Context: an optimization exercise on an open-source flow, tuned for small area. The choices shown serve that exercise and are no tape-out recipe. Function was not checked in any run shown here: the RTL went through the layout flow alone. Power is estimated from default activity; no workload was simulated.

## flow/design.v (module list and top-level ports; edited modules follow where they fit)
// module io_memory_bridge: 1575 lines
// module iomem_fa: 10 lines
// module iomem_ha: 9 lines
// module iomem_aoi21: 8 lines
// module iomem_oai21: 8 lines
// module iomem_nand2: 7 lines
// module iomem_mux2i: 8 lines
// module iomem_nand2b: 7 lines
// module iomem_nor2: 7 lines
// module iomem_c0: 3 lines
// module iomem_c1: 3 lines
// module iomem_c2: 3 lines
// module iomem_c3: 3 lines
// module iomem_c4: 3 lines
// module iomem_c5: 3 lines
// module iomem_c6: 3 lines
// module iomem_c7: 3 lines
// module iomem_c8: 3 lines
// module iomem_c9: 3 lines
// module iomem_c10: 3 lines
// module iomem_c11: 3 lines
// module iomem_c12: 3 lines
// module iomem_c13: 3 lines
// module iomem_c14: 3 lines
// module iomem_c15: 3 lines
// module iomem_c16: 3 lines
// module iomem_c17: 3 lines
// module iomem_c18: 3 lines
// module iomem_c19: 3 lines
// module iomem_c20: 3 lines
// module iomem_c21: 3 lines
// module iomem_c22: 3 lines
// module iomem_c23: 3 lines
// module iomem_c24: 3 lines
module io_memory_bridge (
    input  logic                             clock,
    input  logic                             reset,
    input  logic [iomem_pkg::ADDR_W-1:0]     wb_adr_i,
    input  logic [3:0]                       wb_sel_i,
    input  logic                             wb_we_i,
    input  logic                             wb_cyc_i,
    input  logic                             wb_stb_i,
    input  logic [iomem_pkg::DATA_W-1:0]     wb_dat_i,
    output logic                             wb_ack_o,
    output logic [iomem_pkg::DATA_W-1:0]     wb_dat_o,
    output logic [iomem_pkg::ADDR_W-1:0]     mem_addr_o,
    output logic [iomem_pkg::DATA_W-1:0]     mem_data_o,
    output logic [iomem_pkg::NUM_BANKS-1:0]  mem_we_o,
    output logic                             mem_gl_en_o,
    input  logic [iomem_pkg::DATA_W-1:0]     mem_rdata_i,
    input  logic [iomem_pkg::HALF_W-1:0]     arq_n_i,
    output logic [iomem_pkg::HALF_W-1:0]     tx_len_o,
    output logic [iomem_pkg::HALF_W-1:0]     total_packets_o
);
  // ...
==> flow/flow/run.sh <==
#!/bin/bash
# The standard layout, with the port buffers made from the smallest buffer
# cell and a clock tree without dummy loads. ORFS writes each step's log
# under orfs/logs; make's own output goes to make.log.
set -euo pipefail
bash standard.sh "BUFFER_PORTS_ARGS=-buffer_cell sky130_fd_sc_hd__buf_1" \
    "CTS_ARGS=-sink_clustering_enable -repair_clock_nets -dont_use_dummy_load -root_buf sky130_fd_sc_hd__clkbuf_8 -buf_list sky130_fd_sc_hd__clkbuf_4" \
    finish > make.log 2>&1
==> flow/standard.sh <==
#!/bin/bash
# synth_recipe.tcl (not shown) runs the flow's synth.tcl, then flattens the netlist and writes it again
# the make line also repeats each setting of config.mk as NAME=value (left out here)
make -C /OpenROAD-flow-scripts/flow DESIGN_CONFIG=/design/flow/config.mk WORK_HOME=/design/flow/orfs CLKGATE_MAP_FILE= SYNTH_SCRIPT=/design/flow/synth_recipe.tcl "${@:-finish}"
==> flow/config.mk <==
export PLATFORM = sky130hd
export DESIGN_NAME = io_memory_bridge
export DESIGN_NICKNAME = io_memory_bridge
export VERILOG_FILES = /design/flow/design.v
export SDC_FILE = /design/flow/constraint.sdc
export NUM_CORES = 4
export LEC_CHECK = 0
export CAP_MARGIN = 20
export CORE_MARGIN = 2
export CORE_UTILIZATION = 40
export GPL_TIMING_DRIVEN = 1
export PLACE_DENSITY = 0.8
export SLEW_MARGIN = 20
export SYNTH_HIERARCHICAL = 1
==> flow/constraint.sdc <==
create_clock -name core_clock -period 7.5 [get_ports {clock}]
set_input_delay 1.5000 -clock core_clock [delete_from_list [all_inputs] [get_ports {clock}]]
set_output_delay 1.5000 -clock core_clock [all_outputs]
set_load 0.01 [all_outputs]
==> run summary, run 1 <==
outcome: complete, no violations
Synth area leader: dfxtp_1
non-filler cells, final: 1815
initial antenna violation count: 0
PortBufs: 255
Clock Power: 0.000334 W
Post-Synth Simple-Gate Area: 0.234
mux cell area share after synthesis: 0.125
Tightest Pin Transition: 1.14 ns
nonclk inv count: 27
Static Leak: 3.58 nW
Detailed Routing Iterations Pass 1: 5
most frequent cells in the layout: buf_1, nand2_1, nor2_1
proportion of cell area spent on the clock network: 0.0108
GPL Wtd Cong: 0.970
worst setup margin: 0.488 ns
Hold Slack: 0.494 ns
crit share post-route: 0.935
slowest CP cell: dfxtp_1
Placed Area: 12200 µm²
number of multi-input logic gates: 1037
register bit total from synthesis: 119
Tapcells: 341
average size of a mapped cell: 8.85 µm²
wl on met1: 12900 µm
ys flop type: dfxtp_1
io pins: 256
slew margin rel.: 0.240
Synth top cells by count: nand2_1, nor2_1, dfxtp_1, mux2i_1, fa_1
Overflow after GRT: 0
core area: 26900 µm²
Cell Area, Synth: 10900 µm²
met2 Usage GRT: 0.386
number of antenna-violating nets in the routed design: 0
CTS H-tree depth: 4
Seq/Total Area, Yosys: 0.248
DP HPWL: 25900 µm
Setup Viol. Count Final: 0
sequential share of power: 0.547
max-slew violation count: 0
==> module iomem_c22, before the edit <==
module iomem_c22 (input logic a, input logic b, input logic c, output logic y);
    assign y = a ^ (b & c);
endmodule
==> module iomem_c23, before the edit <==
module iomem_c23 (input logic a, input logic b, output logic y);
    assign y = ~a & b;
endmodule
==> run 2, diff against run 1 <==
--- a/flow/design.v
+++ b/flow/design.v
@@ -54,19 +54,16 @@
     output logic [iomem_pkg::HALF_W-1:0]     total_packets_o
 );
     logic        stb;
     logic [31:0] dat;
     logic        hdr_sel;
     logic        len_w;
     logic        n_w;
     logic        gl_sel;
-    logic        adr_hi0;
-    logic        adr_hdr;
-    logic [2:0]  cnt_inc;
     logic [2:0]  cnt;
     logic [13:0] len_words;
     logic [4:0]  bank;
     logic        local_bank;
     logic [15:0] total;
     logic [29:0] offset;
     logic        off_hi;
     logic [31:0] tx_ptr;
@@ -83,24 +80,22 @@
     logic [29:0] offset_d;
     logic [15:0] tx_len_d;
     logic [4:0]  bank_dec;
     logic        in_range;
     logic [31:0] rom;
     assign stb = wb_cyc_i & wb_stb_i;
     assign dat = wb_dat_i & {{8{wb_sel_i[3]}}, {8{wb_sel_i[2]}},
                              {8{wb_sel_i[1]}}, {8{wb_sel_i[0]}}};
-    assign adr_hi0 = (wb_adr_i[31:5] == 27'd0);
-    assign adr_hdr = adr_hi0 & ~(wb_adr_i[4] & wb_adr_i[3]);
-    assign hdr_sel = stb & wb_we_i & adr_hdr;
-    assign len_w   = stb & wb_we_i & adr_hi0 & (wb_adr_i[4:0] == 5'd16);
-    assign n_w     = stb & wb_we_i & adr_hi0 & (wb_adr_i[4:0] == 5'd20);
+    assign hdr_sel = stb & wb_we_i & (wb_adr_i < 32'd24);
+    assign len_w   = stb & wb_we_i & (wb_adr_i == 32'd16);
+    assign n_w     = stb & wb_we_i & (wb_adr_i == 32'd20);
     assign gl_sel  = stb & ~wb_we_i & wb_adr_i[29];
     always_ff @(posedge clock) begin
-        cnt <= stb ? (wb_ack_o ? cnt : cnt_inc) : 3'd0;
+        cnt <= stb ? (wb_ack_o ? cnt : cnt + 3'd1) : 3'd0;
     end
     always_comb begin
         case (dat[15:0])
             16'h0000, 16'h0001: bank_dec = 5'b00001;
             16'h0100, 16'h0101: bank_dec = 5'b00010;
             16'h0200, 16'h0201: bank_dec = 5'b00100;
             16'h0300, 16'h0301: bank_dec = 5'b01000;
             16'h0400:           bank_dec = 5'b10000;
@@ -753,72 +748,72 @@
     iomem_c12 u_m320 (m319, m312, m320);
     iomem_c7 u_m321 (offset[8], m320, m321);
     iomem_c12 u_m322 (m319, offset[8], m322);
     iomem_c12 u_m323 (m322, m312, m323);
     iomem_c7 u_m324 (offset[9], m323, m324);
     iomem_c12 u_m325 (m322, offset[9], m325);
     iomem_c12 u_m326 (m325, m312, m326);
     iomem_c7 u_m327 (offset[10], m326, m327);
-    iomem_c12 u_m328 (m325, offset[10], m328);
-    iomem_c12 u_m329 (m328, m312, m329);
-    iomem_c7 u_m330 (offset[11], m329, m330);
-    iomem_c13 u_m331 (offset[11], m329, m331);
-    iomem_c7 u_m332 (offset[12], m331, m332);
-    iomem_c8 u_m333 (offset[11], offset[12], m333);
-    iomem_c4 u_m334 (m333, m329, m334);
+    iomem_c13 u_m328 (offset[10], m326, m328);
+    iomem_c7 u_m329 (offset[11], m328, m329);
+    iomem_c8 u_m330 (offset[10], offset[11], m330);
+    iomem_c4 u_m331 (m330, m326, m331);
+    iomem_c5 u_m332 (offset[12], m331, m332);
+    iomem_c12 u_m333 (m330, offset[12], m333);
+    iomem_c4 u_m334 (m333, m326, m334);
     iomem_c5 u_m335 (offset[13], m334, m335);
     iomem_c12 u_m336 (m333, offset[13], m336);
-    iomem_c4 u_m337 (m336, m329, m337);
+    iomem_c4 u_m337 (m336, m326, m337);
     iomem_c5 u_m338 (offset[14], m337, m338);
     iomem_c12 u_m339 (m336, offset[14], m339);
-    iomem_c4 u_m340 (m339, m329, m340);
+    iomem_c4 u_m340 (m339, m326, m340);
     iomem_c5 u_m341 (offset[15], m340, m341);
-    iomem_c12 u_m342 (m339, offset[15], m342);
-    iomem_c4 u_m343 (m342, m329, m343);
-    iomem_c5 u_m344 (offset[16], m343, m344);
-    iomem_c12 u_m345 (m342, offset[16], m345);
-    iomem_c4 u_m346 (m345, m329, m346);
-    iomem_c5 u_m347 (offset[17], m346, m347);
-    iomem_c8 u_m348 (offset[17], m346, m348);
+    iomem_c8 u_m342 (offset[15], m340, m342);
+    iomem_c7 u_m343 (offset[16], m342, m343);
+    iomem_c8 u_m344 (offset[15], offset[16], m344);
+    iomem_c12 u_m345 (m344, m340, m345);
+    iomem_c7 u_m346 (offset[17], m345, m346);
+    iomem_c12 u_m347 (m344, offset[17], m347);
+    iomem_c12 u_m348 (m347, m340, m348);
     iomem_c7 u_m349 (offset[18], m348, m349);
-    iomem_c8 u_m350 (offset[17], offset[18], m350);
-    iomem_c12 u_m351 (m350, m346, m351);
+    iomem_c12 u_m350 (m347, offset[18], m350);
+    iomem_c12 u_m351 (m350, m340, m351);
     iomem_c7 u_m352 (offset[19], m351, m352);
     iomem_c12 u_m353 (m350, offset[19], m353);
-    iomem_c12 u_m354 (m353, m346, m354);
+    iomem_c12 u_m354 (m353, m340, m354);
     iomem_c7 u_m355 (offset[20], m354, m355);
-    iomem_c12 u_m356 (m353, offset[20], m356);
-    iomem_c12 u_m357 (m356, m346, m357);
-    iomem_c7 u_m358 (offset[21], m357, m358);
-    iomem_c12 u_m359 (m356, offset[21], m359);
-    iomem_c12 u_m360 (m359, m346, m360);
-    iomem_c7 u_m361 (offset[22], m360, m361);
-    iomem_c12 u_m362 (m359, offset[22], m362);
-    iomem_c12 u_m363 (m362, m346, m363);
-    iomem_c7 u_m364 (offset[23], m363, m364);
-    iomem_c13 u_m365 (offset[23], m363, m365);
-    iomem_c7 u_m366 (offset[24], m365, m366);
-    iomem_c8 u_m367 (offset[23], offset[24], m367);
-    iomem_c4 u_m368 (m367, m363, m368);
+    iomem_c13 u_m356 (offset[20], m354, m356);
+    iomem_c7 u_m357 (offset[21], m356, m357);
+    iomem_c8 u_m358 (offset[20], offset[21], m358);
+    iomem_c4 u_m359 (m358, m354, m359);
+    iomem_c5 u_m360 (offset[22], m359, m360);
+    iomem_c12 u_m361 (m358, offset[22], m361);
+    iomem_c4 u_m362 (m361, m354, m362);
+    iomem_c5 u_m363 (offset[23], m362, m363);
+    iomem_c12 u_m364 (m361, offset[23], m364);
+    iomem_c4 u_m365 (m364, m354, m365);
+    iomem_c5 u_m366 (offset[24], m365, m366);
+    iomem_c12 u_m367 (m364, offset[24], m367);
+    iomem_c4 u_m368 (m367, m354, m368);
     iomem_c5 u_m369 (offset[25], m368, m369);
-    iomem_c12 u_m370 (m367, offset[25], m370);
-    iomem_c4 u_m371 (m370, m363, m371);
-    iomem_c5 u_m372 (offset[26], m371, m372);
-    iomem_c12 u_m373 (m370, offset[26], m373);
-    iomem_c4 u_m374 (m373, m363, m374);
-    iomem_c5 u_m375 (offset[27], m374, m375);
-    iomem_c12 u_m376 (m373, offset[27], m376);
-    iomem_c4 u_m377 (m376, m363, m377);
-    iomem_c5 u_m378 (offset[28], m377, m378);
-    iomem_c12 u_m379 (m376, offset[28], m379);
-    iomem_c4 u_m380 (m379, m363, m380);
-    iomem_c5 u_m381 (offset[29], m380, m381);
-    iomem_c8 u_m382 (offset[29], m380, m382);
-    assign off_bias = {m381, m378, m375, m372, m369, m366, m364, m361, m358, m355, m352, m349, m347, m344, m341, m338, m335, m332, m330, m327, m324, m321, m318, m315, m313, m311, m309, m307, ~offset[1], offset[0]};
+    iomem_c8 u_m370 (offset[25], m368, m370);
+    iomem_c7 u_m371 (offset[26], m370, m371);
+    iomem_c8 u_m372 (offset[25], offset[26], m372);
+    iomem_c12 u_m373 (m372, m368, m373);
+    iomem_c7 u_m374 (offset[27], m373, m374);
+    iomem_c12 u_m375 (m372, offset[27], m375);
+    iomem_c12 u_m376 (m375, m368, m376);
+    iomem_c7 u_m377 (offset[28], m376, m377);
+    iomem_c12 u_m378 (m375, offset[28], m378);
+    iomem_c12 u_m379 (m378, m368, m379);
+    iomem_c7 u_m380 (offset[29], m379, m380);
+    iomem_c12 u_m381 (m378, offset[29], m381);
+    iomem_c12 u_m382 (m381, m368, m382);
+    assign off_bias = {m380, m377, m374, m371, m369, m366, m363, m360, m357, m355, m352, m349, m346, m343, m341, m338, m335, m332, m329, m327, m324, m321, m318, m315, m313, m311, m309, m307, ~offset[1], offset[0]};
     logic [31:0] add_x;
     logic [26:0] add_y;
     logic [31:0] add_s;
     logic m383;
     logic m384;
     logic m385;
     logic m386;
     logic m387;
@@ -961,17 +956,16 @@
     logic m524;
     logic m525;
     logic m526;
     logic m527;
     logic m528;
     logic m529;
     logic m530;
     logic m531;
-    logic m532;
     iomem_c5 u_m383 (add_x[0], add_y[0], m383);
     iomem_c8 u_m384 (add_x[0], add_y[0], m384);
     iomem_c18 u_m385 (add_x[1], add_y[1], m385);
     iomem_c8 u_m386 (add_x[1], add_y[1], m386);
     iomem_c3 u_m387 (m385, m384, m387);
     iomem_oai21 u_m388 (m385, m384, m386, m388);
     iomem_c5 u_m389 (add_x[2], add_y[2], m389);
     iomem_c19 u_m390 (add_x[2], add_y[2], m390);
@@ -1068,61 +1062,61 @@
     iomem_oai21 u_m481 (m477, m475, m480, m481);
     iomem_c4 u_m482 (m476, m477, m482);
     iomem_c5 u_m483 (add_x[22], add_y[22], m483);
     iomem_c6 u_m484 (m481, m482, m436, m484);
     iomem_c7 u_m485 (m483, m484, m485);
     iomem_c19 u_m486 (add_x[22], add_y[22], m486);
     iomem_aoi21 u_m487 (m483, m481, m486, m487);
     iomem_c8 u_m488 (m482, m483, m488);
-    iomem_c18 u_m489 (add_x[23], add_y[23], m489);
-    iomem_c10 u_m490 (m487, m488, m453, m490);
-    iomem_c11 u_m491 (m489, m490, m491);
+    iomem_c10 u_m489 (m487, m488, m453, m489);
+    iomem_c5 u_m490 (add_x[23], add_y[23], m490);
+    iomem_c5 u_m491 (m490, m489, m491);
     iomem_c8 u_m492 (add_x[23], add_y[23], m492);
-    iomem_oai21 u_m493 (m489, m487, m492, m493);
-    iomem_c4 u_m494 (m488, m489, m494);
-    iomem_c5 u_m495 (add_x[24], add_y[24], m495);
-    iomem_c6 u_m496 (m493, m494, m436, m496);
-    iomem_c7 u_m497 (m495, m496, m497);
-    iomem_c19 u_m498 (add_x[24], add_y[24], m498);
-    iomem_aoi21 u_m499 (m495, m493, m498, m499);
-    iomem_c8 u_m500 (m494, m495, m500);
-    iomem_c18 u_m501 (add_x[25], add_y[25], m501);
-    iomem_c10 u_m502 (m499, m500, m453, m502);
-    iomem_c11 u_m503 (m501, m502, m503);
-    iomem_c8 u_m504 (add_x[25], add_y[25], m504);
-    iomem_oai21 u_m505 (m501, m499, m504, m505);
-    iomem_c4 u_m506 (m500, m501, m506);
-    iomem_c5 u_m507 (add_x[26], add_y[26], m507);
-    iomem_c6 u_m508 (m505, m506, m436, m508);
-    iomem_c7 u_m509 (m507, m508, m509);
-    iomem_c19 u_m510 (add_x[26], add_y[26], m510);
-    iomem_aoi21 u_m511 (m507, m505, m510, m511);
-    iomem_c8 u_m512 (m506, m507, m512);
-    iomem_c10 u_m513 (m511, m512, m453, m513);
-    iomem_c5 u_m514 (add_x[27], m513, m514);
-    iomem_c13 u_m515 (add_x[27], m511, m515);
-    iomem_c12 u_m516 (m512, add_x[27], m516);
-    iomem_c10 u_m517 (m515, m516, m453, m517);
-    iomem_c5 u_m518 (add_x[28], m517, m518);
-    iomem_c13 u_m519 (add_x[28], m515, m519);
-    iomem_c12 u_m520 (m516, add_x[28], m520);
-    iomem_c10 u_m521 (m519, m520, m453, m521);
-    iomem_c5 u_m522 (add_x[29], m521, m522);
-    iomem_c13 u_m523 (add_x[29], m519, m523);
-    iomem_c12 u_m524 (m520, add_x[29], m524);
-    iomem_c10 u_m525 (m523, m524, m453, m525);
-    iomem_c5 u_m526 (add_x[30], m525, m526);
-    iomem_c13 u_m527 (add_x[30], m523, m527);
-    iomem_c12 u_m528 (m524, add_x[30], m528);
-    iomem_c10 u_m529 (m527, m528, m453, m529);
-    iomem_c5 u_m530 (add_x[31], m529, m530);
-    iomem_c13 u_m531 (add_x[31], m527, m531);
-    iomem_c12 u_m532 (m528, add_x[31], m532);
-    assign add_s = {m530, m526, m522, m518, m514, m509, m503, m497, m491, m485, m479, m473, m467, m461, m455, m448, m442, m438, m435, m431, m427, m423, m419, m415, m411, m407, m403, m399, m395, m391, m387, m383};
+    iomem_c18 u_m493 (add_x[24], add_y[24], m493);
+    iomem_c20 u_m494 (m492, m490, m489, m494);
+    iomem_c11 u_m495 (m493, m494, m495);
+    iomem_c8 u_m496 (add_x[24], add_y[24], m496);
+    iomem_oai21 u_m497 (m493, m492, m496, m497);
+    iomem_c13 u_m498 (m490, m493, m498);
+    iomem_c5 u_m499 (add_x[25], add_y[25], m499);
+    iomem_c21 u_m500 (m497, m498, m489, m500);
+    iomem_c7 u_m501 (m499, m500, m501);
+    iomem_c19 u_m502 (add_x[25], add_y[25], m502);
+    iomem_aoi21 u_m503 (m499, m497, m502, m503);
+    iomem_c12 u_m504 (m498, m499, m504);
+    iomem_c18 u_m505 (add_x[26], add_y[26], m505);
+    iomem_c9 u_m506 (m489, m506);
+    iomem_c10 u_m507 (m503, m504, m506, m507);
+    iomem_c11 u_m508 (m505, m507, m508);
+    iomem_c8 u_m509 (add_x[26], add_y[26], m509);
+    iomem_oai21 u_m510 (m505, m503, m509, m510);
+    iomem_c4 u_m511 (m504, m505, m511);
+    iomem_c6 u_m512 (m510, m511, m489, m512);
+    iomem_c7 u_m513 (add_x[27], m512, m513);
+    iomem_c8 u_m514 (add_x[27], m510, m514);
+    iomem_c8 u_m515 (m511, add_x[27], m515);
+    iomem_c10 u_m516 (m514, m515, m506, m516);
+    iomem_c5 u_m517 (add_x[28], m516, m517);
+    iomem_c13 u_m518 (add_x[28], m514, m518);
+    iomem_c12 u_m519 (m515, add_x[28], m519);
+    iomem_c10 u_m520 (m518, m519, m506, m520);
+    iomem_c5 u_m521 (add_x[29], m520, m521);
+    iomem_c13 u_m522 (add_x[29], m518, m522);
+    iomem_c12 u_m523 (m519, add_x[29], m523);
+    iomem_c10 u_m524 (m522, m523, m506, m524);
+    iomem_c5 u_m525 (add_x[30], m524, m525);
+    iomem_c13 u_m526 (add_x[30], m522, m526);
+    iomem_c12 u_m527 (m523, add_x[30], m527);
+    iomem_c10 u_m528 (m526, m527, m506, m528);
+    iomem_c5 u_m529 (add_x[31], m528, m529);
+    iomem_c13 u_m530 (add_x[31], m526, m530);
+    iomem_c12 u_m531 (m527, add_x[31], m531);
+    assign add_s = {m529, m525, m521, m517, m513, m508, m501, m495, m491, m485, m479, m473, m467, m461, m455, m448, m442, m438, m435, m431, m427, m423, m419, m415, m411, m407, m403, m399, m395, m391, m387, m383};
+    logic m532;
     logic m533;
     logic m534;
     logic m535;
     logic m536;
     logic m537;
     logic m538;
     logic m539;
     logic m540;
@@ -1274,301 +1268,293 @@
     logic m686;
     logic m687;
     logic m688;
     logic m689;
     logic m690;
     logic m691;
     logic m692;
     logic m693;
+    iomem_mux2i u_m532 (len_w, len_words[0], dat[18], m532);
+    iomem_nor2 u_m533 (reset, m532, m533);
+    assign len_words_d[0] = m533;
+    iomem_mux2i u_m534 (len_w, len_words[1], dat[19], m534);
+    iomem_nor2 u_m535 (reset, m534, m535);
+    assign len_words_d[1] = m535;
+    iomem_mux2i u_m536 (len_w, len_words[2], dat[20], m536);
+    iomem_nor2 u_m537 (reset, m536, m537);
+    assign len_words_d[2] = m537;
+    iomem_mux2i u_m538 (len_w, len_words[3], dat[21], m538);
+    iomem_nor2 u_m539 (reset, m538, m539);
+    assign len_words_d[3] = m539;
+    iomem_mux2i u_m540 (len_w, len_words[4], dat[22], m540);
+    iomem_nor2 u_m541 (reset, m540, m541);
+    assign len_words_d[4] = m541;
+    iomem_mux2i u_m542 (len_w, len_words[5], dat[23], m542);
+    iomem_nor2 u_m543 (reset, m542, m543);
+    assign len_words_d[5] = m543;
+    iomem_mux2i u_m544 (len_w, len_words[6], dat[24], m544);
+    iomem_nor2 u_m545 (reset, m544, m545);
+    assign len_words_d[6] = m545;
+    iomem_mux2i u_m546 (len_w, len_words[7], dat[25], m546);
+    iomem_nor2 u_m547 (reset, m546, m547);
+    assign len_words_d[7] = m547;
+    iomem_mux2i u_m548 (len_w, len_words[8], dat[26], m548);
+    iomem_nor2 u_m549 (reset, m548, m549);
+    assign len_words_d[8] = m549;
+    iomem_mux2i u_m550 (len_w, len_words[9], dat[27], m550);
+    iomem_nor2 u_m551 (reset, m550, m551);
+    assign len_words_d[9] = m551;
+    iomem_mux2i u_m552 (len_w, len_words[10], dat[28], m552);
+    iomem_nor2 u_m553 (reset, m552, m553);
+    assign len_words_d[10] = m553;
+    iomem_mux2i u_m554 (len_w, len_words[11], dat[29], m554);
+    iomem_nor2 u_m555 (reset, m554, m555);
+    assign len_words_d[11] = m555;
+    iomem_mux2i u_m556 (len_w, len_words[12], dat[30], m556);
+    iomem_nor2 u_m557 (reset, m556, m557);
+    assign len_words_d[12] = m557;
+    iomem_mux2i u_m558 (len_w, len_words[13], dat[31], m558);
+    iomem_nor2 u_m559 (reset, m558, m559);
+    assign len_words_d[13] = m559;
+    iomem_mux2i u_m560 (len_w, bank[0], bank_dec[0], m560);
+    iomem_nand2b u_m561 (reset, m560, m561);
+    assign bank_d[0] = m561;
+    iomem_mux2i u_m562 (len_w, bank[1], bank_dec[1], m562);
+    iomem_nor2 u_m563 (reset, m562, m563);
+    assign bank_d[1] = m563;
+    iomem_mux2i u_m564 (len_w, bank[2], bank_dec[2], m564);
+    iomem_nor2 u_m565 (reset, m564, m565);
+    assign bank_d[2] = m565;
+    iomem_mux2i u_m566 (len_w, bank[3], bank_dec[3], m566);
+    iomem_nor2 u_m567 (reset, m566, m567);
+    assign bank_d[3] = m567;
+    iomem_mux2i u_m568 (len_w, bank[4], bank_dec[4], m568);
+    iomem_nor2 u_m569 (reset, m568, m569);
+    assign bank_d[4] = m569;
+    iomem_mux2i u_m570 (n_w, total[0], dat[0], m570);
+    iomem_nor2 u_m571 (reset, m570, m571);
+    assign total_d[0] = m571;
+    iomem_mux2i u_m572 (n_w, total[1], dat[1], m572);
+    iomem_nor2 u_m573 (reset, m572, m573);
+    assign total_d[1] = m573;
+    iomem_mux2i u_m574 (n_w, total[2], dat[2], m574);
+    iomem_nor2 u_m575 (reset, m574, m575);
+    assign total_d[2] = m575;
+    iomem_mux2i u_m576 (n_w, total[3], dat[3], m576);
+    iomem_nor2 u_m577 (reset, m576, m577);
+    assign total_d[3] = m577;
+    iomem_mux2i u_m578 (n_w, total[4], dat[4], m578);
+    iomem_nor2 u_m579 (reset, m578, m579);
+    assign total_d[4] = m579;
+    iomem_mux2i u_m580 (n_w, total[5], dat[5], m580);
+    iomem_nor2 u_m581 (reset, m580, m581);
+    assign total_d[5] = m581;
+    iomem_mux2i u_m582 (n_w, total[6], dat[6], m582);
+    iomem_nor2 u_m583 (reset, m582, m583);
+    assign total_d[6] = m583;
+    iomem_mux2i u_m584 (n_w, total[7], dat[7], m584);
+    iomem_nor2 u_m585 (reset, m584, m585);
+    assign total_d[7] = m585;
+    iomem_mux2i u_m586 (n_w, total[8], dat[8], m586);
+    iomem_nor2 u_m587 (reset, m586, m587);
+    assign total_d[8] = m587;
+    iomem_mux2i u_m588 (n_w, total[9], dat[9], m588);
+    iomem_nor2 u_m589 (reset, m588, m589);
+    assign total_d[9] = m589;
+    iomem_mux2i u_m590 (n_w, total[10], dat[10], m590);
+    iomem_nor2 u_m591 (reset, m590, m591);
+    assign total_d[10] = m591;
+    iomem_mux2i u_m592 (n_w, total[11], dat[11], m592);
+    iomem_nor2 u_m593 (reset, m592, m593);
+    assign total_d[11] = m593;
+    iomem_mux2i u_m594 (n_w, total[12], dat[12], m594);
+    iomem_nor2 u_m595 (reset, m594, m595);
+    assign total_d[12] = m595;
+    iomem_mux2i u_m596 (n_w, total[13], dat[13], m596);
+    iomem_nor2 u_m597 (reset, m596, m597);
+    assign total_d[13] = m597;
+    iomem_mux2i u_m598 (n_w, total[14], dat[14], m598);
+    iomem_nor2 u_m599 (reset, m598, m599);
+    assign total_d[14] = m599;
+    iomem_mux2i u_m600 (n_w, total[15], dat[15], m600);
+    iomem_nor2 u_m601 (reset, m600, m601);
+    assign total_d[15] = m601;
+    iomem_mux2i u_m602 (off_en, offset[0], off_nv[0], m602);
+    iomem_nor2 u_m603 (reset, m602, m603);
+    assign offset_d[0] = m603;
+    iomem_mux2i u_m604 (off_en, offset[1], off_nv[1], m604);
+    iomem_nor2 u_m605 (reset, m604, m605);
+    assign offset_d[1] = m605;
+    iomem_mux2i u_m606 (off_en, offset[2], off_nv[2], m606);
+    iomem_nor2 u_m607 (reset, m606, m607);
+    assign offset_d[2] = m607;
+    iomem_mux2i u_m608 (off_en, offset[3], off_nv[3], m608);
+    iomem_nor2 u_m609 (reset, m608, m609);
+    assign offset_d[3] = m609;
+    iomem_mux2i u_m610 (off_en, offset[4], off_nv[4], m610);
+    iomem_nor2 u_m611 (reset, m610, m611);
+    assign offset_d[4] = m611;
+    iomem_mux2i u_m612 (off_en, offset[5], off_nv[5], m612);
+    iomem_nor2 u_m613 (reset, m612, m613);
+    assign offset_d[5] = m613;
+    iomem_mux2i u_m614 (off_en, offset[6], off_nv[6], m614);
+    iomem_nor2 u_m615 (reset, m614, m615);
+    assign offset_d[6] = m615;
+    iomem_mux2i u_m616 (off_en, offset[7], off_nv[7], m616);
+    iomem_nor2 u_m617 (reset, m616, m617);
+    assign offset_d[7] = m617;
+    iomem_mux2i u_m618 (off_en, offset[8], off_nv[8], m618);
+    iomem_nor2 u_m619 (reset, m618, m619);
+    assign offset_d[8] = m619;
+    iomem_mux2i u_m620 (off_en, offset[9], off_nv[9], m620);
+    iomem_nor2 u_m621 (reset, m620, m621);
+    assign offset_d[9] = m621;
+    iomem_mux2i u_m622 (off_en, offset[10], off_nv[10], m622);
+    iomem_nor2 u_m623 (reset, m622, m623);
+    assign offset_d[10] = m623;
+    iomem_mux2i u_m624 (off_en, offset[11], off_nv[11], m624);
+    iomem_nor2 u_m625 (reset, m624, m625);
+    assign offset_d[11] = m625;
+    iomem_mux2i u_m626 (off_en, offset[12], off_nv[12], m626);
+    iomem_nor2 u_m627 (reset, m626, m627);
+    assign offset_d[12] = m627;
+    iomem_mux2i u_m628 (off_en, offset[13], off_nv[13], m628);
+    iomem_nor2 u_m629 (reset, m628, m629);
+    assign offset_d[13] = m629;
+    iomem_mux2i u_m630 (off_en, offset[14], off_nv[14], m630);
+    iomem_nor2 u_m631 (reset, m630, m631);
+    assign offset_d[14] = m631;
+    iomem_mux2i u_m632 (off_en, offset[15], off_nv[15], m632);
+    iomem_nor2 u_m633 (reset, m632, m633);
+    assign offset_d[15] = m633;
+    iomem_mux2i u_m634 (off_en, offset[16], off_nv[16], m634);
+    iomem_nor2 u_m635 (reset, m634, m635);
+    assign offset_d[16] = m635;
+    iomem_mux2i u_m636 (off_en, offset[17], off_nv[17], m636);
+    iomem_nor2 u_m637 (reset, m636, m637);
+    assign offset_d[17] = m637;
+    iomem_mux2i u_m638 (off_en, offset[18], off_nv[18], m638);
+    iomem_nor2 u_m639 (reset, m638, m639);
+    assign offset_d[18] = m639;
+    iomem_mux2i u_m640 (off_en, offset[19], off_nv[19], m640);
+    iomem_nor2 u_m641 (reset, m640, m641);
+    assign offset_d[19] = m641;
+    iomem_mux2i u_m642 (off_en, offset[20], off_nv[20], m642);
+    iomem_nor2 u_m643 (reset, m642, m643);
+    assign offset_d[20] = m643;
+    iomem_mux2i u_m644 (off_en, offset[21], off_nv[21], m644);
+    iomem_nor2 u_m645 (reset, m644, m645);
+    assign offset_d[21] = m645;
+    iomem_mux2i u_m646 (off_en, offset[22], off_nv[22], m646);
+    iomem_nor2 u_m647 (reset, m646, m647);
+    assign offset_d[22] = m647;
+    iomem_mux2i u_m648 (off_en, offset[23], off_nv[23], m648);
+    iomem_nor2 u_m649 (reset, m648, m649);
+    assign offset_d[23] = m649;
+    iomem_mux2i u_m650 (off_en, offset[24], off_nv[24], m650);
+    iomem_nor2 u_m651 (reset, m650, m651);
+    assign offset_d[24] = m651;
+    iomem_mux2i u_m652 (off_en, offset[25], off_nv[25], m652);
+    iomem_nor2 u_m653 (reset, m652, m653);
+    assign offset_d[25] = m653;
+    iomem_mux2i u_m654 (off_en, offset[26], off_nv[26], m654);
+    iomem_nor2 u_m655 (reset, m654, m655);
+    assign offset_d[26] = m655;
+    iomem_mux2i u_m656 (off_en, offset[27], off_nv[27], m656);
+    iomem_nor2 u_m657 (reset, m656, m657);
+    assign offset_d[27] = m657;
+    iomem_mux2i u_m658 (off_en, offset[28], off_nv[28], m658);
+    iomem_nor2 u_m659 (reset, m658, m659);
+    assign offset_d[28] = m659;
+    iomem_mux2i u_m660 (off_en, offset[29], off_nv[29], m660);
+    iomem_nor2 u_m661 (reset, m660, m661);
+    assign offset_d[29] = m661;
+    iomem_mux2i u_m662 (tx_len_w, tx_len[0], mem_rdata_i[0], m662);
+    iomem_nor2 u_m663 (reset, m662, m663);
+    assign tx_len_d[0] = m663;
+    iomem_mux2i u_m664 (tx_len_w, tx_len[1], mem_rdata_i[1], m664);
+    iomem_nor2 u_m665 (reset, m664, m665);
+    assign tx_len_d[1] = m665;
+    iomem_mux2i u_m666 (tx_len_w, tx_len[2], mem_rdata_i[2], m666);
+    iomem_nor2 u_m667 (reset, m666, m667);
+    assign tx_len_d[2] = m667;
+    iomem_mux2i u_m668 (tx_len_w, tx_len[3], mem_rdata_i[3], m668);
+    iomem_nor2 u_m669 (reset, m668, m669);
+    assign tx_len_d[3] = m669;
+    iomem_mux2i u_m670 (tx_len_w, tx_len[4], mem_rdata_i[4], m670);
+    iomem_nor2 u_m671 (reset, m670, m671);
+    assign tx_len_d[4] = m671;
+    iomem_mux2i u_m672 (tx_len_w, tx_len[5], mem_rdata_i[5], m672);
+    iomem_nor2 u_m673 (reset, m672, m673);
+    assign tx_len_d[5] = m673;
+    iomem_mux2i u_m674 (tx_len_w, tx_len[6], mem_rdata_i[6], m674);
+    iomem_nor2 u_m675 (reset, m674, m675);
+    assign tx_len_d[6] = m675;
+    iomem_mux2i u_m676 (tx_len_w, tx_len[7], mem_rdata_i[7], m676);
+    iomem_nor2 u_m677 (reset, m676, m677);
+    assign tx_len_d[7] = m677;
+    iomem_mux2i u_m678 (tx_len_w, tx_len[8], mem_rdata_i[8], m678);
+    iomem_nor2 u_m679 (reset, m678, m679);
+    assign tx_len_d[8] = m679;
+    iomem_mux2i u_m680 (tx_len_w, tx_len[9], mem_rdata_i[9], m680);
+    iomem_nor2 u_m681 (reset, m680, m681);
+    assign tx_len_d[9] = m681;
+    iomem_mux2i u_m682 (tx_len_w, tx_len[10], mem_rdata_i[10], m682);
+    iomem_nor2 u_m683 (reset, m682, m683);
+    assign tx_len_d[10] = m683;
+    iomem_mux2i u_m684 (tx_len_w, tx_len[11], mem_rdata_i[11], m684);
+    iomem_nor2 u_m685 (reset, m684, m685);
+    assign tx_len_d[11] = m685;
+    iomem_mux2i u_m686 (tx_len_w, tx_len[12], mem_rdata_i[12], m686);
+    iomem_nor2 u_m687 (reset, m686, m687);
+    assign tx_len_d[12] = m687;
+    iomem_mux2i u_m688 (tx_len_w, tx_len[13], mem_rdata_i[13], m688);
+    iomem_nor2 u_m689 (reset, m688, m689);
+    assign tx_len_d[13] = m689;
+    iomem_mux2i u_m690 (tx_len_w, tx_len[14], mem_rdata_i[14], m690);
+    iomem_nor2 u_m691 (reset, m690, m691);
+    assign tx_len_d[14] = m691;
+    iomem_mux2i u_m692 (tx_len_w, tx_len[15], mem_rdata_i[15], m692);
+    iomem_nor2 u_m693 (reset, m692, m693);
+    assign tx_len_d[15] = m693;
+    logic len_lt;
     logic m694;
     logic m695;
     logic m696;
-    iomem_c5 u_m533 (cnt[1], cnt[0], m533);
-    iomem_c22 u_m534 (cnt[2], cnt[1], cnt[0], m534);
-    assign cnt_inc[0] = ~cnt[0];
-    assign cnt_inc[1] = m533;
-    assign cnt_inc[2] = m534;
-    iomem_mux2i u_m535 (len_w, len_words[0], dat[18], m535);
-    iomem_nor2 u_m536 (reset, m535, m536);
-    assign len_words_d[0] = m536;
-    iomem_mux2i u_m537 (len_w, len_words[1], dat[19], m537);
-    iomem_nor2 u_m538 (reset, m537, m538);
-    assign len_words_d[1] = m538;
-    iomem_mux2i u_m539 (len_w, len_words[2], dat[20], m539);
-    iomem_nor2 u_m540 (reset, m539, m540);
-    assign len_words_d[2] = m540;
-    iomem_mux2i u_m541 (len_w, len_words[3], dat[21], m541);
-    iomem_nor2 u_m542 (reset, m541, m542);
-    assign len_words_d[3] = m542;
-    iomem_mux2i u_m543 (len_w, len_words[4], dat[22], m543);
-    iomem_nor2 u_m544 (reset, m543, m544);
-    assign len_words_d[4] = m544;
-    iomem_mux2i u_m545 (len_w, len_words[5], dat[23], m545);
-    iomem_nor2 u_m546 (reset, m545, m546);
-    assign len_words_d[5] = m546;
-    iomem_mux2i u_m547 (len_w, len_words[6], dat[24], m547);
-    iomem_nor2 u_m548 (reset, m547, m548);
-    assign len_words_d[6] = m548;
-    iomem_mux2i u_m549 (len_w, len_words[7], dat[25], m549);
-    iomem_nor2 u_m550 (reset, m549, m550);
-    assign len_words_d[7] = m550;
-    iomem_mux2i u_m551 (len_w, len_words[8], dat[26], m551);
-    iomem_nor2 u_m552 (reset, m551, m552);
-    assign len_words_d[8] = m552;
-    iomem_mux2i u_m553 (len_w, len_words[9], dat[27], m553);
-    iomem_nor2 u_m554 (reset, m553, m554);
-    assign len_words_d[9] = m554;
-    iomem_mux2i u_m555 (len_w, len_words[10], dat[28], m555);
-    iomem_nor2 u_m556 (reset, m555, m556);
-    assign len_words_d[10] = m556;
-    iomem_mux2i u_m557 (len_w, len_words[11], dat[29], m557);
-    iomem_nor2 u_m558 (reset, m557, m558);
-    assign len_words_d[11] = m558;
-    iomem_mux2i u_m559 (len_w, len_words[12], dat[30], m559);
-    iomem_nor2 u_m560 (reset, m559, m560);
-    assign len_words_d[12] = m560;
-    iomem_mux2i u_m561 (len_w, len_words[13], dat[31], m561);
-    iomem_nor2 u_m562 (reset, m561, m562);
-    assign len_words_d[13] = m562;
-    iomem_mux2i u_m563 (len_w, bank[0], bank_dec[0], m563);
-    iomem_nand2b u_m564 (reset, m563, m564);
-    assign bank_d[0] = m564;
-    iomem_mux2i u_m565 (len_w, bank[1], bank_dec[1], m565);
-    iomem_nor2 u_m566 (reset, m565, m566);
-    assign bank_d[1] = m566;
-    iomem_mux2i u_m567 (len_w, bank[2], bank_dec[2], m567);
-    iomem_nor2 u_m568 (reset, m567, m568);
-    assign bank_d[2] = m568;
-    iomem_mux2i u_m569 (len_w, bank[3], bank_dec[3], m569);
-    iomem_nor2 u_m570 (reset, m569, m570);
-    assign bank_d[3] = m570;
-    iomem_mux2i u_m571 (len_w, bank[4], bank_dec[4], m571);
-    iomem_nor2 u_m572 (reset, m571, m572);
-    assign bank_d[4] = m572;
-    iomem_mux2i u_m573 (n_w, total[0], dat[0], m573);
-    iomem_nor2 u_m574 (reset, m573, m574);
-    assign total_d[0] = m574;
-    iomem_mux2i u_m575 (n_w, total[1], dat[1], m575);
-    iomem_nor2 u_m576 (reset, m575, m576);
-    assign total_d[1] = m576;
-    iomem_mux2i u_m577 (n_w, total[2], dat[2], m577);
-    iomem_nor2 u_m578 (reset, m577, m578);
-    assign total_d[2] = m578;
-    iomem_mux2i u_m579 (n_w, total[3], dat[3], m579);
-    iomem_nor2 u_m580 (reset, m579, m580);
-    assign total_d[3] = m580;
-    iomem_mux2i u_m581 (n_w, total[4], dat[4], m581);
-    iomem_nor2 u_m582 (reset, m581, m582);
-    assign total_d[4] = m582;
-    iomem_mux2i u_m583 (n_w, total[5], dat[5], m583);
-    iomem_nor2 u_m584 (reset, m583, m584);
-    assign total_d[5] = m584;
-    iomem_mux2i u_m585 (n_w, total[6], dat[6], m585);
-    iomem_nor2 u_m586 (reset, m585, m586);
-    assign total_d[6] = m586;
-    iomem_mux2i u_m587 (n_w, total[7], dat[7], m587);
-    iomem_nor2 u_m588 (reset, m587, m588);
-    assign total_d[7] = m588;
-    iomem_mux2i u_m589 (n_w, total[8], dat[8], m589);
-    iomem_nor2 u_m590 (reset, m589, m590);
-    assign total_d[8] = m590;
-    iomem_mux2i u_m591 (n_w, total[9], dat[9], m591);
-    iomem_nor2 u_m592 (reset, m591, m592);
-    assign total_d[9] = m592;
-    iomem_mux2i u_m593 (n_w, total[10], dat[10], m593);
-    iomem_nor2 u_m594 (reset, m593, m594);
-    assign total_d[10] = m594;
-    iomem_mux2i u_m595 (n_w, total[11], dat[11], m595);
-    iomem_nor2 u_m596 (reset, m595, m596);
-    assign total_d[11] = m596;
-    iomem_mux2i u_m597 (n_w, total[12], dat[12], m597);
-    iomem_nor2 u_m598 (reset, m597, m598);
-    assign total_d[12] = m598;
-    iomem_mux2i u_m599 (n_w, total[13], dat[13], m599);
-    iomem_nor2 u_m600 (reset, m599, m600);
-    assign total_d[13] = m600;
-    iomem_mux2i u_m601 (n_w, total[14], dat[14], m601);
-    iomem_nor2 u_m602 (reset, m601, m602);
-    assign total_d[14] = m602;
-    iomem_mux2i u_m603 (n_w, total[15], dat[15], m603);
-    iomem_nor2 u_m604 (reset, m603, m604);
-    assign total_d[15] = m604;
-    iomem_mux2i u_m605 (off_en, offset[0], off_nv[0], m605);
-    iomem_nor2 u_m606 (reset, m605, m606);
-    assign offset_d[0] = m606;
-    iomem_mux2i u_m607 (off_en, offset[1], off_nv[1], m607);
-    iomem_nor2 u_m608 (reset, m607, m608);
-    assign offset_d[1] = m608;
-    iomem_mux2i u_m609 (off_en, offset[2], off_nv[2], m609);
-    iomem_nor2 u_m610 (reset, m609, m610);
-    assign offset_d[2] = m610;
-    iomem_mux2i u_m611 (off_en, offset[3], off_nv[3], m611);
-    iomem_nor2 u_m612 (reset, m611, m612);
-    assign offset_d[3] = m612;
-    iomem_mux2i u_m613 (off_en, offset[4], off_nv[4], m613);
-    iomem_nor2 u_m614 (reset, m613, m614);
-    assign offset_d[4] = m614;
-    iomem_mux2i u_m615 (off_en, offset[5], off_nv[5], m615);
-    iomem_nor2 u_m616 (reset, m615, m616);
-    assign offset_d[5] = m616;
-    iomem_mux2i u_m617 (off_en, offset[6], off_nv[6], m617);
-    iomem_nor2 u_m618 (reset, m617, m618);
-    assign offset_d[6] = m618;
-    iomem_mux2i u_m619 (off_en, offset[7], off_nv[7], m619);
-    iomem_nor2 u_m620 (reset, m619, m620);
-    assign offset_d[7] = m620;
-    iomem_mux2i u_m621 (off_en, offset[8], off_nv[8], m621);
-    iomem_nor2 u_m622 (reset, m621, m622);
-    assign offset_d[8] = m622;
-    iomem_mux2i u_m623 (off_en, offset[9], off_nv[9], m623);
-    iomem_nor2 u_m624 (reset, m623, m624);
-    assign offset_d[9] = m624;
-    iomem_mux2i u_m625 (off_en, offset[10], off_nv[10], m625);
-    iomem_nor2 u_m626 (reset, m625, m626);
-    assign offset_d[10] = m626;
-    iomem_mux2i u_m627 (off_en, offset[11], off_nv[11], m627);
-    iomem_nor2 u_m628 (reset, m627, m628);
-    assign offset_d[11] = m628;
-    iomem_mux2i u_m629 (off_en, offset[12], off_nv[12], m629);
-    iomem_nor2 u_m630 (reset, m629, m630);
-    assign offset_d[12] = m630;
-    iomem_mux2i u_m631 (off_en, offset[13], off_nv[13], m631);
-    iomem_nor2 u_m632 (reset, m631, m632);
-    assign offset_d[13] = m632;
-    iomem_mux2i u_m633 (off_en, offset[14], off_nv[14], m633);
-    iomem_nor2 u_m634 (reset, m633, m634);
-    assign offset_d[14] = m634;
-    iomem_mux2i u_m635 (off_en, offset[15], off_nv[15], m635);
-    iomem_nor2 u_m636 (reset, m635, m636);
-    assign offset_d[15] = m636;
-    iomem_mux2i u_m637 (off_en, offset[16], off_nv[16], m637);
-    iomem_nor2 u_m638 (reset, m637, m638);
-    assign offset_d[16] = m638;
-    iomem_mux2i u_m639 (off_en, offset[17], off_nv[17], m639);
-    iomem_nor2 u_m640 (reset, m639, m640);
-    assign offset_d[17] = m640;
-    iomem_mux2i u_m641 (off_en, offset[18], off_nv[18], m641);
-    iomem_nor2 u_m642 (reset, m641, m642);
-    assign offset_d[18] = m642;
-    iomem_mux2i u_m643 (off_en, offset[19], off_nv[19], m643);
-    iomem_nor2 u_m644 (reset, m643, m644);
-    assign offset_d[19] = m644;
-    iomem_mux2i u_m645 (off_en, offset[20], off_nv[20], m645);
-    iomem_nor2 u_m646 (reset, m645, m646);
-    assign offset_d[20] = m646;
-    iomem_mux2i u_m647 (off_en, offset[21], off_nv[21], m647);
-    iomem_nor2 u_m648 (reset, m647, m648);
-    assign offset_d[21] = m648;
-    iomem_mux2i u_m649 (off_en, offset[22], off_nv[22], m649);
-    iomem_nor2 u_m650 (reset, m649, m650);
-    assign offset_d[22] = m650;
-    iomem_mux2i u_m651 (off_en, offset[23], off_nv[23], m651);
-    iomem_nor2 u_m652 (reset, m651, m652);
-    assign offset_d[23] = m652;
-    iomem_mux2i u_m653 (off_en, offset[24], off_nv[24], m653);
-    iomem_nor2 u_m654 (reset, m653, m654);
-    assign offset_d[24] = m654;
-    iomem_mux2i u_m655 (off_en, offset[25], off_nv[25], m655);
-    iomem_nor2 u_m656 (reset, m655, m656);
-    assign offset_d[25] = m656;
-    iomem_mux2i u_m657 (off_en, offset[26], off_nv[26], m657);
-    iomem_nor2 u_m658 (reset, m657, m658);
-    assign offset_d[26] = m658;
-    iomem_mux2i u_m659 (off_en, offset[27], off_nv[27], m659);
-    iomem_nor2 u_m660 (reset, m659, m660);
-    assign offset_d[27] = m660;
-    iomem_mux2i u_m661 (off_en, offset[28], off_nv[28], m661);
-    iomem_nor2 u_m662 (reset, m661, m662);
-    assign offset_d[28] = m662;
-    iomem_mux2i u_m663 (off_en, offset[29], off_nv[29], m663);
-    iomem_nor2 u_m664 (reset, m663, m664);
-    assign offset_d[29] = m664;
-    iomem_mux2i u_m665 (tx_len_w, tx_len[0], mem_rdata_i[0], m665);
-    iomem_nor2 u_m666 (reset, m665, m666);
-    assign tx_len_d[0] = m666;
-    iomem_mux2i u_m667 (tx_len_w, tx_len[1], mem_rdata_i[1], m667);
-    iomem_nor2 u_m668 (reset, m667, m668);
-    assign tx_len_d[1] = m668;
-    iomem_mux2i u_m669 (tx_len_w, tx_len[2], mem_rdata_i[2], m669);
-    iomem_nor2 u_m670 (reset, m669, m670);
-    assign tx_len_d[2] = m670;
-    iomem_mux2i u_m671 (tx_len_w, tx_len[3], mem_rdata_i[3], m671);
-    iomem_nor2 u_m672 (reset, m671, m672);
-    assign tx_len_d[3] = m672;
-    iomem_mux2i u_m673 (tx_len_w, tx_len[4], mem_rdata_i[4], m673);
-    iomem_nor2 u_m674 (reset, m673, m674);
-    assign tx_len_d[4] = m674;
-    iomem_mux2i u_m675 (tx_len_w, tx_len[5], mem_rdata_i[5], m675);
-    iomem_nor2 u_m676 (reset, m675, m676);
-    assign tx_len_d[5] = m676;
-    iomem_mux2i u_m677 (tx_len_w, tx_len[6], mem_rdata_i[6], m677);
-    iomem_nor2 u_m678 (reset, m677, m678);
-    assign tx_len_d[6] = m678;
-    iomem_mux2i u_m679 (tx_len_w, tx_len[7], mem_rdata_i[7], m679);
-    iomem_nor2 u_m680 (reset, m679, m680);
-    assign tx_len_d[7] = m680;
-    iomem_mux2i u_m681 (tx_len_w, tx_len[8], mem_rdata_i[8], m681);
-    iomem_nor2 u_m682 (reset, m681, m682);
-    assign tx_len_d[8] = m682;
-    iomem_mux2i u_m683 (tx_len_w, tx_len[9], mem_rdata_i[9], m683);
-    iomem_nor2 u_m684 (reset, m683, m684);
-    assign tx_len_d[9] = m684;
-    iomem_mux2i u_m685 (tx_len_w, tx_len[10], mem_rdata_i[10], m685);
-    iomem_nor2 u_m686 (reset, m685, m686);
-    assign tx_len_d[10] = m686;
-    iomem_mux2i u_m687 (tx_len_w, tx_len[11], mem_rdata_i[11], m687);
-    iomem_nor2 u_m688 (reset, m687, m688);
-    assign tx_len_d[11] = m688;
-    iomem_mux2i u_m689 (tx_len_w, tx_len[12], mem_rdata_i[12], m689);
-    iomem_nor2 u_m690 (reset, m689, m690);
-    assign tx_len_d[12] = m690;
-    iomem_mux2i u_m691 (tx_len_w, tx_len[13], mem_rdata_i[13], m691);
-    iomem_nor2 u_m692 (reset, m691, m692);
-    assign tx_len_d[13] = m692;
-    iomem_mux2i u_m693 (tx_len_w, tx_len[14], mem_rdata_i[14], m693);
-    iomem_nor2 u_m694 (reset, m693, m694);
-    assign tx_len_d[14] = m694;
-    iomem_mux2i u_m695 (tx_len_w, tx_len[15], mem_rdata_i[15], m695);
-    iomem_nor2 u_m696 (reset, m695, m696);
-    assign tx_len_d[15] = m696;
-    logic len_lt;
     logic m697;
     logic m698;
     logic m699;
     logic m700;
     logic m701;
     logic m702;
     logic m703;
     logic m704;
     logic m705;
     logic m706;
     logic m707;
     logic m708;
     logic m709;
-    logic m710;
-    logic m711;
-    logic m712;
-    iomem_c23 u_m697 (wb_adr_i[2], mem_rdata_i[0], m697);
-    iomem_c24 u_m698 (wb_adr_i[3], mem_rdata_i[1], m697, m698);
-    iomem_c24 u_m699 (wb_adr_i[4], mem_rdata_i[2], m698, m699);
-    iomem_c24 u_m700 (wb_adr_i[5], mem_rdata_i[3], m699, m700);
-    iomem_c24 u_m701 (wb_adr_i[6], mem_rdata_i[4], m700, m701);
-    iomem_c24 u_m702 (wb_adr_i[7], mem_rdata_i[5], m701, m702);
-    iomem_c24 u_m703 (wb_adr_i[8], mem_rdata_i[6], m702, m703);
-    iomem_c24 u_m704 (wb_adr_i[9], mem_rdata_i[7], m703, m704);
-    iomem_c24 u_m705 (wb_adr_i[10], mem_rdata_i[8], m704, m705);
-    iomem_c24 u_m706 (wb_adr_i[11], mem_rdata_i[9], m705, m706);
-    iomem_c24 u_m707 (wb_adr_i[12], mem_rdata_i[10], m706, m707);
-    iomem_c24 u_m708 (wb_adr_i[13], mem_rdata_i[11], m707, m708);
-    iomem_c24 u_m709 (wb_adr_i[14], mem_rdata_i[12], m708, m709);
-    iomem_c24 u_m710 (wb_adr_i[15], mem_rdata_i[13], m709, m710);
-    iomem_c24 u_m711 (wb_adr_i[16], mem_rdata_i[14], m710, m711);
-    iomem_c24 u_m712 (wb_adr_i[17], mem_rdata_i[15], m711, m712);
-    assign len_lt = m712;
+    iomem_c22 u_m694 (wb_adr_i[2], mem_rdata_i[0], m694);
+    iomem_c23 u_m695 (wb_adr_i[3], mem_rdata_i[1], m694, m695);
+    iomem_c23 u_m696 (wb_adr_i[4], mem_rdata_i[2], m695, m696);
+    iomem_c23 u_m697 (wb_adr_i[5], mem_rdata_i[3], m696, m697);
+    iomem_c23 u_m698 (wb_adr_i[6], mem_rdata_i[4], m697, m698);
+    iomem_c23 u_m699 (wb_adr_i[7], mem_rdata_i[5], m698, m699);
+    iomem_c23 u_m700 (wb_adr_i[8], mem_rdata_i[6], m699, m700);
+    iomem_c23 u_m701 (wb_adr_i[9], mem_rdata_i[7], m700, m701);
+    iomem_c23 u_m702 (wb_adr_i[10], mem_rdata_i[8], m701, m702);
+    iomem_c23 u_m703 (wb_adr_i[11], mem_rdata_i[9], m702, m703);
+    iomem_c23 u_m704 (wb_adr_i[12], mem_rdata_i[10], m703, m704);
+    iomem_c23 u_m705 (wb_adr_i[13], mem_rdata_i[11], m704, m705);
+    iomem_c23 u_m706 (wb_adr_i[14], mem_rdata_i[12], m705, m706);
+    iomem_c23 u_m707 (wb_adr_i[15], mem_rdata_i[13], m706, m707);
+    iomem_c23 u_m708 (wb_adr_i[16], mem_rdata_i[14], m707, m708);
+    iomem_c23 u_m709 (wb_adr_i[17], mem_rdata_i[15], m708, m709);
+    assign len_lt = m709;
     assign off_en = off_hi | n_w;
     assign off_nv = {off_hi ? mul_res[29:22] : dat[23:16], mul_res[21:0]};
     always_ff @(posedge clock) begin
         txf <= gl_sel;
     end
     assign add_x = txf ? tx_ptr : {2'd0, off_bias};
     assign add_y = {wb_adr_i[28:24] & {5{txf}}, wb_adr_i[23:2]};
     always_ff @(posedge clock) begin
@@ -1591,17 +1577,17 @@
                 3'd3:    rom = 32'h0000_0000;
                 3'd4:    rom = 32'h0040_0000;
                 3'd5:    rom = 32'h0000_0001;
                 3'd6:    rom = wb_adr_i[31] ? {arq_n_i, 16'hfafa} : 32'h00fa_fafa;
                 default: rom = 32'hfafa_fafa;
             endcase
         end
     end
-    assign wb_ack_o = stb & (wb_we_i ? (adr_hdr | (cnt == 3'd3)) :
+    assign wb_ack_o = stb & (wb_we_i ? ((wb_adr_i < 32'd24) | (cnt == 3'd3)) :
                              wb_adr_i[29] ? (cnt == 3'd6) :
                              ((wb_adr_i[31] | wb_adr_i[30]) & (cnt == 3'd2)));
     assign wb_dat_o = wb_adr_i[29] ? (in_range ? mem_rdata_i : 32'd0) : rom;
     assign use_sum     = wb_we_i | (cnt[2] & (cnt[1] | cnt[0]));
     assign mem_addr_o  = use_sum ? add_s : {27'd0, 1'b1, 3'd0, ~cnt[2]};
     assign mem_data_o  = dat;
     assign mem_we_o    = (stb & wb_we_i & ~hdr_sel) ? bank : 5'd0;
     assign mem_gl_en_o = gl_sel;
@@ -1733,17 +1719,14 @@
     assign y = a & b;
 endmodule
 module iomem_c20 (input logic a, input logic b, input logic c, output logic y);
     assign y = ~a | (b & c);
 endmodule
 module iomem_c21 (input logic a, input logic b, input logic c, output logic y);
     assign y = ~(a | (~b & c));
 endmodule
-module iomem_c22 (input logic a, input logic b, input logic c, output logic y);
-    assign y = a ^ (b & c);
-endmodule
-module iomem_c23 (input logic a, input logic b, output logic y);
+module iomem_c22 (input logic a, input logic b, output logic y);
     assign y = ~a & b;
 endmodule
-module iomem_c24 (input logic a, input logic b, input logic c, output logic y);
+module iomem_c23 (input logic a, input logic b, input logic c, output logic y);
     assign y = (~a & b) | (~a & c) | (b & c);
 endmodule
==> flow/config.mk (replaced) <==
export PLATFORM = sky130hd
export DESIGN_NAME = io_memory_bridge
export DESIGN_NICKNAME = io_memory_bridge
export VERILOG_FILES = /design/flow/design.v
export SDC_FILE = /design/flow/constraint.sdc
export NUM_CORES = 4
export LEC_CHECK = 0
export CAP_MARGIN = 20
export CORE_MARGIN = 2
export CORE_UTILIZATION = 40
export GPL_TIMING_DRIVEN = 0
export PLACE_DENSITY = 0.8
export SLEW_MARGIN = 20
export SYNTH_HIERARCHICAL = 1
==> run 2 against run 1 <==
Against the previous run: synthesized area rose by 0.84%; worst hold slack lost 0.020 ns; core utilization increased by 1.1 points; non-clock buffer count up 38; global-route usage fell by 0.081 points; combinational power grew 4%; still clean on timing, DRC and antenna; clock power shrank 2%; first-iteration DRC count fell by 9.4%; via count increased by 2.4%; power about the same; synthesized cell count grew 0.73%; cell count increased by 2.8%.
==> run summary, run 2 <==
most frequent cells in the layout: buf_1, nand2_1, nor2_1 (unchanged)
Pwr per Cell Area: 95.2 nW/µm² (was 97.6 nW/µm²)
slowest CP cell: o21ai_2 (was dfxtp_1)
outcome: complete, no violations (unchanged)
Max stage delay on crit path: 0.33 ns (was 0.43 ns)
critical path's top delay family: compound AO/OA/AOI/OAI gates (was simple AND/OR/NAND/NOR gates)
Tightest Pin Transition: 1.01 ns (was 1.14 ns)
Setup Viol. Count Final: 0 (unchanged)
number of antenna-violating nets in the routed design: 0 (unchanged)
most common cell after layout, fill and taps aside: buf_1 (unchanged)
Crit Path Max Fanout: 6 (was 7)
antenna cells: 0 (unchanged)
Synth top area share: 0.158 (was 0.160)
number of distinct library cells after synthesis: 56 (was 57)
critical-path cell list: buf_1 -> xnor2_1 -> o21ai_1 -> a21oi_2 -> o21ai_1 -> a21oi_2 -> o21ai_1 -> a21oi_2 -> o21ai_1 -> a21oi_2 -> o21ai_1 -> a21oi_2 -> o21ai_1 -> a21oi_2 -> o21ai_4 -> inv_1 -> o21ai_2 -> inv_1 -> o21ai_1 -> xor2_1 -> nor2b_1 -> buf_1
Hold Slack: 0.474 ns (was 0.494 ns)
Synth top cells by count: nand2_1, nor2_1, dfxtp_1, fa_1, mux2i_1 (was nand2_1, nor2_1, dfxtp_1, mux2i_1, fa_1)
clk root buf: clkbuf_8 (unchanged)
crit share post-route: 0.958 (was 0.935)
largest reg by FF count: tx_ptr (unchanged)
register bit total from synthesis: 119 (unchanged)
max-slew violation count: 0 (unchanged)
ys async rst share: 0 (unchanged)
GPL Wtd Cong: 0.952 (was 0.970)
global-route wire length before repair: 51000 µm (was 50800 µm)
vias in the first global route: 9876 (was 9665)
crit-path most repeated cell: o21ai_1 (was nand2b_1)
DR vias/cell: 5.31 (was 5.33)
min-delay worst type: flop to flop (unchanged)
initial antenna violation count: 0 (unchanged)
io pins: 256 (unchanged)
CTS tree: done (unchanged)
initial core utilization: 0.408 (was 0.406)
ys flop type: dfxtp_1 (unchanged)
Syn Inst Count: 1240 (was 1231)
top-count cell post-synth: nand2_1 (unchanged)
Cell Area, Synth: 11000 µm² (was 10900 µm²)
CP endpoint: mem_addr_o[31] (unchanged)
Area Growth Syn to Fin: 15.7% (was 13.8%)
worst r2r src: off_hi$_DFF_P_ (unchanged)
Max Clock Skew: 0.0500 ns (was 0.0439 ns)
Detailed Routing Iterations Pass 1: 5 (unchanged)
Hold Buf Count CTS: 0 (unchanged)
Seq/Total Area, Yosys: 0.246 (was 0.248)
DRC: 0 (unchanged)
final wirelength: 33300 µm (was 32600 µm)
nets: 1739 (was 1680)
setup TNS: 0 ns (unchanged)
min cycle time layout: 7.19 ns (was 7.01 ns)
R2R cell count: 21 (was 22)
Worst setup EP type: output port (unchanged)
final hold vios: 0 (unchanged)
critical path buffer and inverter count: 4 (was 1)
PortBufs: 255 (unchanged)
Placed Area: 12500 µm² (was 12200 µm²)
slew margin rel.: 0.325 (was 0.240)
Core Rows: 60 (unchanged)
die area: 28800 µm² (was 28600 µm²)
worst setup margin: 0.314 ns (was 0.488 ns)
Finished Cell Area: 12700 µm² (was 12400 µm²)
GRT Overall Usage: 0.228 (was 0.229)
Die H: 170 µm (was 169 µm)
Overflow after GRT: 0 (unchanged)
EDFF count, synth: 32 (unchanged)
Routed WL per cell: 17.8 µm (was 18.0 µm)
Detailed Route Iter0 Violations: 617 (was 681)
Sink Count: 119 (unchanged)
clk buf depth: 2 (unchanged)
count of max-cap constraint violations: 0 (unchanged)
CP Depth: 22 (was 30)
average size of a mapped cell: 8.86 µm² (was 8.85 µm²)
critical path required time: 6.00 ns (about the same)
Critical Setup Path Class: input port to output port (was flop to output port)
number of CTS-inserted buffers: 17 (unchanged)
Clock Latency Late Sink: 0.42 ns (was 0.43 ns)
Static Leak: 3.76 nW (was 3.58 nW)
max reg flops: 32 (unchanged)
via count: 9911 (was 9681)
layout cells sized above 1: 0.110 (was 0.103)
FMAX: 139 MHz (was 143 MHz)
Yosys warning count: 7 (unchanged)
Synth area leader: dfxtp_1 (unchanged)
Worst Setup Start Kind: input port (was flop)
DP HPWL: 26700 µm (was 25900 µm)
core area: 27000 µm² (was 26900 µm²)
CTS H-tree depth: 4 (unchanged)
top post-synthesis cells by area: dfxtp_1, fa_1, edfxtp_1, mux2i_1, nand2_1 (unchanged)
worst slack at placement: -0.946 ns (was 0.164 ns)
Crit path arrival time: 5.69 ns (was 5.51 ns)
largest net degree at the start of global routing: 43 (was 82)
Top Registers: tx_ptr x32, offset x30 (unchanged)
Net Count, Synth: 1452 (was 1435)
Die Wd: 170 µm (was 169 µm)
worst r2r dst: offset[24]$_DFF_P_ (was offset[25]$_DFF_P_)
Worst IR Drop VDD: 0.0803 mV (was 0.100 mV)
Critical Path Start: wb_adr_i[3] (was offset[5]$_DFF_P_)
Reg2Reg Setup Slack: 0.85 ns (was 1.03 ns)
CTS clk-pin slew, worst paths: 0.07 ns (was 0.11 ns)
## run 2: changes by cell type after synthesis, moves of 5 or more
cell / change
a21oi_1: +5
o21ai_1: +7
buf_2: +7
ha_1: +8
clkbuf_1: -6
## run 2: worst reg2reg max path: cells and delay by family, from the launching register on
kind                       cells  cell delay, ns
buffers and inverters          4            1.59
and+or+nand+nor                2            0.28
adders and majority gates      4            2.18
xor gates and xnor gates       2            0.37
DFF                            1            0.38
AOI/OAI and AO/OA              7            1.30
muxes                          2            0.44
## run 2: cell families after synthesis
kind of cell	share of synthesized area
xor+xnor	0.116
mux	0.123
compound gates	0.0806
flops	0.246
simple gates	0.230
fa+ha+maj	0.177
buf+inv	0.0282
## run 2: metal layers
metal	part of all wire	GRT usage
met5	0	0
met4	0.030	0.0918
met3	0.063	0.0401
met2	0.50	0.399
met1	0.41	0.277
## run 2: how the worst min path moves through the flow
stage,from,slack [ns],depth (start not counted),to
floorplan,bank[0]$_DFF_P_,0.44,2,bank[0]$_DFF_P_
global placement,bank[0]$_DFF_P_,0.45,2,bank[0]$_DFF_P_
detailed placement,bank[0]$_DFF_P_,0.46,2,bank[0]$_DFF_P_
CTS,bank[0]$_DFF_P_,0.48,2,bank[0]$_DFF_P_
global route,bank[0]$_DFF_P_,0.51,2,bank[0]$_DFF_P_
finish,bank[0]$_DFF_P_,0.47,2,bank[0]$_DFF_P_
## run 2: modules after synthesis, one instance, submodules excluded, excerpt
module,flip-flops and latches,area (µm²)
iomem_c18,0,8.76
iomem_c16,0,23.8
iomem_c3,0,8.76
iomem_c11,0,8.76
iomem_aoi21,0,8.76
iomem_c10,0,5.00
iomem_mux2i,0,10.0
iomem_c12,0,6.26
iomem_c7,0,8.76
iomem_c13,0,6.26
iomem_c22,0,13.8
## run 2: final cells by class
class	instances	area [µm²]
multi-input cells	1044	8030
plain buffers	42	184
flip-flops and latches	119	2700
inverters	33	124
repair buffers	270	1120
well taps	341	427
fillers	2475	14200
clock buffers	17	134
## run 2: report_power, final
group,switching [W],internal [W]
combinational,0.000143,0.0000800
clock,0.000216,0.000111
sequential,0.000000835,0.000660
total,0.000360,0.000851
## run 2: metrics by stage
step | power (W) | util | cells
global placement | 0.000889 | 0.459 | 1836
floorplan | 0.000792 | - | 1240
detailed placement | 0.000895 | 0.464 | 1843
CTS | 0.00122 | 0.470 | 1860
global route | 0.00125 | 0.472 | 1866
finish | 0.00121 | 0.472 | 1866
## run 2: what timing repair did
action | in CTS | in global routing
setup buffers | 0 | 8
gates resized for setup | 5 | 6
endpoints found under the setup margin | 21 | 15
pin swaps | 0 | 2
cloned | 0 | 0

## separate check: timing with driven ports
How much do the figures lean on ideal ports? The routed layouts below were timed once more, with nothing changed but the port constraints.
Step 1, drivers: a clkbuf_16 drives clock and a buf_2 each remaining input, both assumed.
Step 2 times the ports against the registers' clock, not the clock port: input delays grow and output delays shrink by t, the midpoint of the rising clock arrivals with the driver on.
Three values: ideal, step 1, step 2; two values: the first two.
run	shift t [ns]	slack for setup (ns)	cell pins on the clock port's net
run 1	0.453	0.488 / 0.446 / 0.088	1
run 2	0.446	0.314 / 0.289 / -0.083	1
Met with ideal ports but missed after step 2: setup timing in run 2. The setup slack of run 1, which loses most, moves by -0.042 ns with the drivers and by -0.400 ns with both steps.
